This is an optimization exercise on Yosys and OpenROAD, whose aim is small area, a short achievable clock period and few clock cycles per item, not a production implementation.
Only simulation tests tie the RTL to the original design; equivalence was not proved.
No activity file was given, so power comes from the tool's default toggle rates.

[flow/run.sh]
#!/bin/bash
# synth_recipe.tcl (not shown) runs the flow's synth.tcl, then flattens the netlist and writes it again
# the make line also repeats each setting of config.mk as NAME=value (left out here)
make -C /OpenROAD-flow-scripts/flow DESIGN_CONFIG=/design/flow/config.mk WORK_HOME=/design/flow/orfs CLKGATE_MAP_FILE= SYNTH_SCRIPT=/design/flow/synth_recipe.tcl finish
[flow/config.mk]
export PLATFORM = sky130hd
export DESIGN_NAME = sorted_leaf_entry_table
export DESIGN_NICKNAME = sorted_leaf_entry_table
export VERILOG_FILES = /design/flow/design.v
export SDC_FILE = /design/flow/constraint.sdc
export NUM_CORES = 4
export LEC_CHECK = 0
export CAP_MARGIN = 20
export CORE_MARGIN = 2
export CORE_UTILIZATION = 25
export PLACE_DENSITY = 0.35
export SLEW_MARGIN = 20
[flow/constraint.sdc]
create_clock -name core_clock -period 6.0 [get_ports {clk}]
set_input_delay 1.2000 -clock core_clock [delete_from_list [all_inputs] [get_ports {clk}]]
set_output_delay 1.2000 -clock core_clock [all_outputs]
set_load 0.01 [all_outputs]
[flow/design.v]
package slet_pkg;
  localparam int FIELD_W = 32;
  localparam int SMALL_W = 7;
  typedef enum logic [1:0] {
    FN_INSERT   = 2'd0,
    FN_LOCATE   = 2'd1,
    FN_READ     = 2'd2,
    FN_SET_LINK = 2'd3
  } func_t;
  typedef enum logic [2:0] {
    ST_OK        = 3'd0,
    ST_FULL      = 3'd1,
    ST_NOT_FOUND = 3'd2,
    ST_BAD_POS   = 3'd3,
    ST_BAD_LINK  = 3'd4
  } status_t;
  typedef struct packed {
    logic signed [FIELD_W-1:0] key;
    logic signed [FIELD_W-1:0] page;
    logic signed [FIELD_W-1:0] slot;
  } entry_t;
  typedef struct packed {
    logic gt;    
    logic ge;    
  } cell_flags_t;
endpackage
module slet_cell
(
  input  logic                      clk,
  input  logic                      valid,       
  input  logic                      ins_en,      
  input  logic signed [slet_pkg::FIELD_W-1:0] probe_key,
  input  slet_pkg::entry_t                    new_entry,
  input  slet_pkg::entry_t                    left_entry,
  input  logic                      left_gt,     
  output slet_pkg::entry_t                    entry,
  output slet_pkg::cell_flags_t               flags
);
  slet_pkg::entry_t entry_r;
  slet_pkg::entry_t entry_nxt;
  always_comb begin
    flags.gt = !valid || (entry_r.key > probe_key);
    flags.ge = valid && (entry_r.key >= probe_key);
  end
  always_comb begin
    entry_nxt = entry_r;
    if (ins_en && flags.gt) begin
      entry_nxt = left_gt ? left_entry : new_entry;
    end
  end
  always_ff @(posedge clk) begin
    entry_r <= entry_nxt;
  end
  assign entry = entry_r;
endmodule
module sorted_leaf_entry_table
#(
  parameter int CAPACITY = 16
) (
  input  logic                      clk,
  input  logic                      rst_n,
  input  logic                      in_valid,
  output logic                      in_ready,
  input  logic [1:0]                in_func,
  input  logic signed [slet_pkg::FIELD_W-1:0] in_key,
  input  logic signed [slet_pkg::FIELD_W-1:0] in_rec_page,
  input  logic signed [slet_pkg::FIELD_W-1:0] in_rec_slot,
  input  logic [slet_pkg::SMALL_W-1:0]        in_position,
  input  logic signed [slet_pkg::FIELD_W-1:0] in_link_in,
  output logic                      out_valid,
  input  logic                      out_ready,
  output logic [2:0]                out_status,
  output logic [slet_pkg::SMALL_W-1:0]        out_found_position,
  output logic signed [slet_pkg::FIELD_W-1:0] out_key_out,
  output logic signed [slet_pkg::FIELD_W-1:0] out_page_out,
  output logic signed [slet_pkg::FIELD_W-1:0] out_slot_out,
  output logic [slet_pkg::SMALL_W-1:0]        out_entry_count,
  output logic signed [slet_pkg::FIELD_W-1:0] out_link_out
);
  localparam int CW = $clog2(CAPACITY + 1);
  logic [CW-1:0]             count_r, count_nxt;
  logic signed [slet_pkg::FIELD_W-1:0] link_r, link_nxt;
  logic                      out_valid_r;
  slet_pkg::status_t                   status_r, status_nxt;
  logic [CW-1:0]             found_r, found_nxt;
  slet_pkg::entry_t                    rd_r, rd_nxt;
  logic    accept;
  slet_pkg::func_t   func;
  logic    full;
  logic    ins_en;
  slet_pkg::entry_t  new_entry;
  localparam int EW = 3 * slet_pkg::FIELD_W;    
  logic [CAPACITY-1:0][EW-1:0] cell_entry;
  logic [CAPACITY-1:0]         cell_gt;
  logic [CAPACITY-1:0]         cell_ge;
  logic [CAPACITY-1:0][CW-1:0] hit_pos;    
  logic [CAPACITY-1:0][EW-1:0] rd_part;    
  logic [CW-1:0] hit_any;
  slet_pkg::entry_t        rd_any;
  logic          pos_bad;
  assign accept   = in_valid && in_ready;
  assign in_ready = !out_valid_r || out_ready;
  assign func     = slet_pkg::func_t'(in_func);
  assign full     = (count_r == CW'(CAPACITY));
  assign ins_en   = accept && (func == slet_pkg::FN_INSERT) && !full;
  assign new_entry.key  = in_key;
  assign new_entry.page = in_rec_page;
  assign new_entry.slot = in_rec_slot;
  for (genvar i = 0; i < CAPACITY; i++) begin : g_cell
    logic                  valid_i;
    slet_pkg::entry_t      entry_i;
    slet_pkg::cell_flags_t flags_i;
    assign valid_i       = (CW'(i) < count_r);
    assign cell_entry[i] = entry_i;
    assign cell_gt[i]    = flags_i.gt;
    assign cell_ge[i]    = flags_i.ge;
    if (i == 0) begin : g_first
      slet_cell u_cell (
        .clk        (clk),
        .valid      (valid_i),
        .ins_en     (ins_en),
        .probe_key  (in_key),
        .new_entry  (new_entry),
        .left_entry (new_entry),
        .left_gt    (1'b0),
        .entry      (entry_i),
        .flags      (flags_i)
      );
      assign hit_pos[i] = cell_ge[i] ? CW'(1) : '0;
    end else begin : g_rest
      slet_cell u_cell (
        .clk        (clk),
        .valid      (valid_i),
        .ins_en     (ins_en),
        .probe_key  (in_key),
        .new_entry  (new_entry),
        .left_entry (cell_entry[i-1]),
        .left_gt    (cell_gt[i-1]),
        .entry      (entry_i),
        .flags      (flags_i)
      );
      assign hit_pos[i] = (cell_ge[i] && !cell_ge[i-1]) ? CW'(i + 1) : '0;
    end
    assign rd_part[i] = (valid_i && (32'(in_position) == 32'(i + 1))) ? cell_entry[i] : EW'(0);
  end
  always_comb begin
    hit_any = '0;
    rd_any  = '0;
    for (int i = 0; i < CAPACITY; i++) begin
      hit_any = hit_any | hit_pos[i];
      rd_any  = rd_any | rd_part[i];
    end
  end
  assign pos_bad = (in_position == '0) || (32'(in_position) > 32'(count_r));
  always_comb begin
    count_nxt  = count_r;
    link_nxt   = link_r;
    status_nxt = slet_pkg::ST_OK;
    found_nxt  = '0;
    rd_nxt     = '0;
    case (func)
      slet_pkg::FN_INSERT: begin
        if (full) begin
          status_nxt = slet_pkg::ST_FULL;
        end else begin
          count_nxt = count_r + CW'(1);
        end
      end
      slet_pkg::FN_LOCATE: begin
        found_nxt = hit_any;
        if (hit_any == '0) begin
          status_nxt = slet_pkg::ST_NOT_FOUND;
        end
      end
      slet_pkg::FN_READ: begin
        if (pos_bad) begin
          status_nxt = slet_pkg::ST_BAD_POS;
        end else begin
          rd_nxt = rd_any;
        end
      end
      slet_pkg::FN_SET_LINK: begin
        if (in_link_in < -32'sd1) begin
          status_nxt = slet_pkg::ST_BAD_LINK;
        end else begin
          link_nxt = in_link_in;
        end
      end
      default: begin
        status_nxt = slet_pkg::ST_OK;
      end
    endcase
  end
  always_ff @(posedge clk) begin
    if (!rst_n) begin
      count_r     <= '0;
      link_r      <= -32'sd1;
      out_valid_r <= 1'b0;
    end else begin
      if (accept) begin
        count_r     <= count_nxt;
        link_r      <= link_nxt;
        out_valid_r <= 1'b1;
      end else if (out_ready) begin
        out_valid_r <= 1'b0;
      end
    end
  end
  always_ff @(posedge clk) begin
    if (accept) begin
      status_r <= status_nxt;
      found_r  <= found_nxt;
      rd_r     <= rd_nxt;
    end
  end
  assign out_valid          = out_valid_r;
  assign out_status         = status_r;
  assign out_found_position = slet_pkg::SMALL_W'(found_r);
  assign out_key_out        = rd_r.key;
  assign out_page_out       = rd_r.page;
  assign out_slot_out       = rd_r.slot;
  assign out_entry_count    = slet_pkg::SMALL_W'(count_r);
  assign out_link_out       = link_r;
endmodule
==> results.cfg <==
[power]
powerDensity_nw_per_um2 = 261.4
total_power_w = 0.02802
peakVddDrop_v = 0.0002257
p_leak_nw = 36.25

[die]
rows = 217
start_util_pct = 25.07
die_x_um = 595.5
coreArea_um2 = 348900
die_y_um = 595.5
die_area_um2 = 354600
boundaryPins = 288

[timing]
worstMarginPinSlew_ns = 1.266
fin_crit_ns = 5.266
finalHoldViolations = 0
setup_viol = 0
layout_setup_ws_ns = 0.7345
drv_slew = 0
fin_skew_ns = 0.06984
rsz0062_at_grt = no
relSlewSlack_pct = 15.24
fin_crit_sh_pct = 87.76
max_freq_mhz = 189.9

[critical_path]
crit_type = in2reg
worst_ep_required_time_ns = 6.64
critPathArrivalTime_ns = 5.91
crit_path_start_kind = input port
endpoint_kind = register
path_max_fanout = 20

[global_route]
grt.overflow.total = 0
globalRouteMet3Util_pct = 2.634
grt_max_degree = 66
grt_pass1_vias = 64380
grt_pass1_wl_um = 582800
busiest_layer = met2
grt.total_usage_pct = 23.65
antenna_found_initial = 29
met2_usage_pct = 38.93
grtUsageMet1_pct = 32.81

[cts]
holdBufCountCts = 0
cts-root-buf = clkbuf_16
cts.sinks = 1678
cts.reportedPaths.clkPinSlew_ns = 0.06
clockBufferDepth = 4
cts_tree = yes
insertion_delay_ns = 0.96
post_cts_buffers = 0
cts_resized = 0
cts_inserted_buffers = 215
htreeDepth = 4

[layout]
final_cells = 11690
drive_above_1_share_pct = 27.86
area_growth_pct = 22.54
fin_nets = 7566

[placement]
io_buffer_count = 283
dp_hpwl_um = 280100
pre_cts_ws_ns = -0.1857
place_congestion = 0.8845
dp_cells = 11290

[synthesis]
ys_seq_elements = 1678
yosysMostFrequentCell = edfxtp_1
async_reset_ff_share_pct = 0
syn_avg_cell_area_um2 = 13.69
synth_edf_count = 1640
synthTopCellsByCount = edfxtp_1 (1640), mux2_2 (1157), ha_1 (519), nand2_1 (463), o21ai_0 (362)
yosys_warnings = 2
synth_seq_area_share_pct = 57.18
ys_top_cells_by_area = edfxtp_1 (56%), mux2_2 (15%), ha_1 (7.4%)
synth_top_area_share_pct = 56.31
synthesis.area_um2 = 87460
synth_area_leader_cell = edfxtp_1
synth-main-ff-cell = edfxtp_1
synth.distinct_cells = 75
synth_cells = 6388

[routing]
drc_errors = 0
routed_wl_um = 431800
dr_total_vias = 64180
antenna_left = 0
first_pass_iters = 8
post_drt_wl_per_cell_um = 36.95
drtIter0Drc = 7581
via_per_inst = 5.492

[run]
max-cap-violations = 0

[status]
status = finished clean

[hold_path]
hold_path.class = reg2reg
[final timing paths]
check                                       from                             endpoint  slack (ns)  cells after the start
max                                   in_key[16]  g_cell[9].g_rest.u_cell.entry_r[74]        0.73                     13
min                                    link_r[0]                            link_r[0]        0.46                      2
max reg2reg  g_cell[8].g_rest.u_cell.entry_r[73]  g_cell[9].g_rest.u_cell.entry_r[74]        1.56                     10
min reg2reg                            link_r[0]                            link_r[0]        0.46                      2
[cells in the final DEF (no fill, tap or decap), types with 94 or more instances in the layout]
cell             count
a222oi_1           192
o21ai_0            359
a22oi_1            288
clkbuf_16          217
buf_12             205
buf_4              259
edfxtp_1          1640
a21oi_1            181
a221oi_1           110
mux2_2            1157
and4_1             118
nand4_1             94
a31oi_1            108
ha_1               519
a22o_1              97
clkdlybuf4s50_1    283
nand2_1            463
[critical path: stages]
cell and delay (ns):
clkdlybuf4s50_1 0.78, clkinv_1 0.27, buf_4 0.28, ha_1 0.22, a211oi_1 0.28, nor2_1 0.08, nor3_1 0.17, nor2_1 0.08
a211oi_1 0.72, a21oi_1 0.38, a21oi_4 0.41, buf_4 0.51, mux2_2 0.40
[flip-flops by register name, summed over array words and instances (netlist names)]
name                           count
rd_r                              96
link_r                            32
found_r                            5
out_valid_r                        1
g_cell.g_first.u_cell.entry_r     96
status_r                           3
count_r                            5
g_cell.g_rest.u_cell.entry_r    1440
[layout make-up]
| cell class | count | area, um^2 |
|---|---|---|
| Clock inverter | 122 | 873.3 |
| Timing Repair Buffer | 747 | 8881 |
| Clock buffer | 264 | 5647 |
| Tap cell | 4599 | 5754 |
| Inverter | 80 | 307.8 |
| Fill cell | 34720 | 241700 |
| Antenna cell | 11 | 27.53 |
| Multi-Input combinational cell | 4184 | 35670 |
| Sequential cell | 1678 | 50010 |
[where the power goes]
part	internal [W]	leakage, nW	switching (W)
combinational	0.000748	17.6	0.00125
clock	0.00696	3.19	0.00567
sequential	0.0132	15.4	0.000237
[routing by layer]
layer / part of all wire (%) / wire length, um
met1: 45 / 193700
met2: 47 / 202700
met5: 0.023 / 101
met4: 2.8 / 12270
met3: 5.3 / 22970
[through the flow]
step	util [%]	cell area (um^2)	hold slack, ns	setup TNS [ns]
finish	30.72	107200	0.4628	0
global route	30.71	107200	0.4907	0
CTS	30.71	107100	0.4669	0
detailed placement	28.84	100600	0.4563	-11.36
global placement	28.84	100600	0.4526	-29.28
floorplan	-	87540	0.4916	0
[cells by family (layout without fill, tap and decap cells)]
| logic type | Yosys count | after routing | synth area share, % |
|---|---|---|---|
| compound gates | 1509 | 1509 | 12.18 |
| xor+xnor | 9 | 9 | 0.09013 |
| fa+ha+maj | 519 | 519 | 7.425 |
| buf+inv | 529 | 1213 | 2.423 |
| flops | 1678 | 1678 | 57.18 |
| mux | 1162 | 1162 | 14.95 |
| other cells | 1 | 15 | 0.004288 |
| simple gates | 981 | 981 | 5.744 |
Testbench counts, summed over its fixed seeds: cycles 5,184, items 5,120.

-- what the ideal ports hide --
How much do the figures lean on ideal ports? The routed layout below was timed once more, with nothing changed but the port constraints.
Step 1 (the two cells are an assumption about what drives the block):
set clk [get_ports {clk}]
set_driving_cell -lib_cell sky130_fd_sc_hd__clkbuf_16 $clk
set_driving_cell -lib_cell sky130_fd_sc_hd__buf_2 [delete_from_list [all_inputs] $clk]
Step 2 times the ports against the registers' clock, not the clock port: input delays grow and output delays shrink by t, the midpoint of the rising clock arrivals with the driver on.
Three values: ideal, step 1, step 2; two values: the first two.
shift t [ns]: 1.023
slack for setup (ns): 0.734 / 0.806 / -0.217
clock arrival spread, ns: 0.070 / 0.070
worst register clock-pin slew, ns: 0.07 / 0.07
worst data-port slew with drivers (ns): 0.19
Met with ideal ports but missed after step 2: setup timing in this run. The setup slack of this run moves by +0.072 ns with the drivers and by -0.951 ns with both steps.
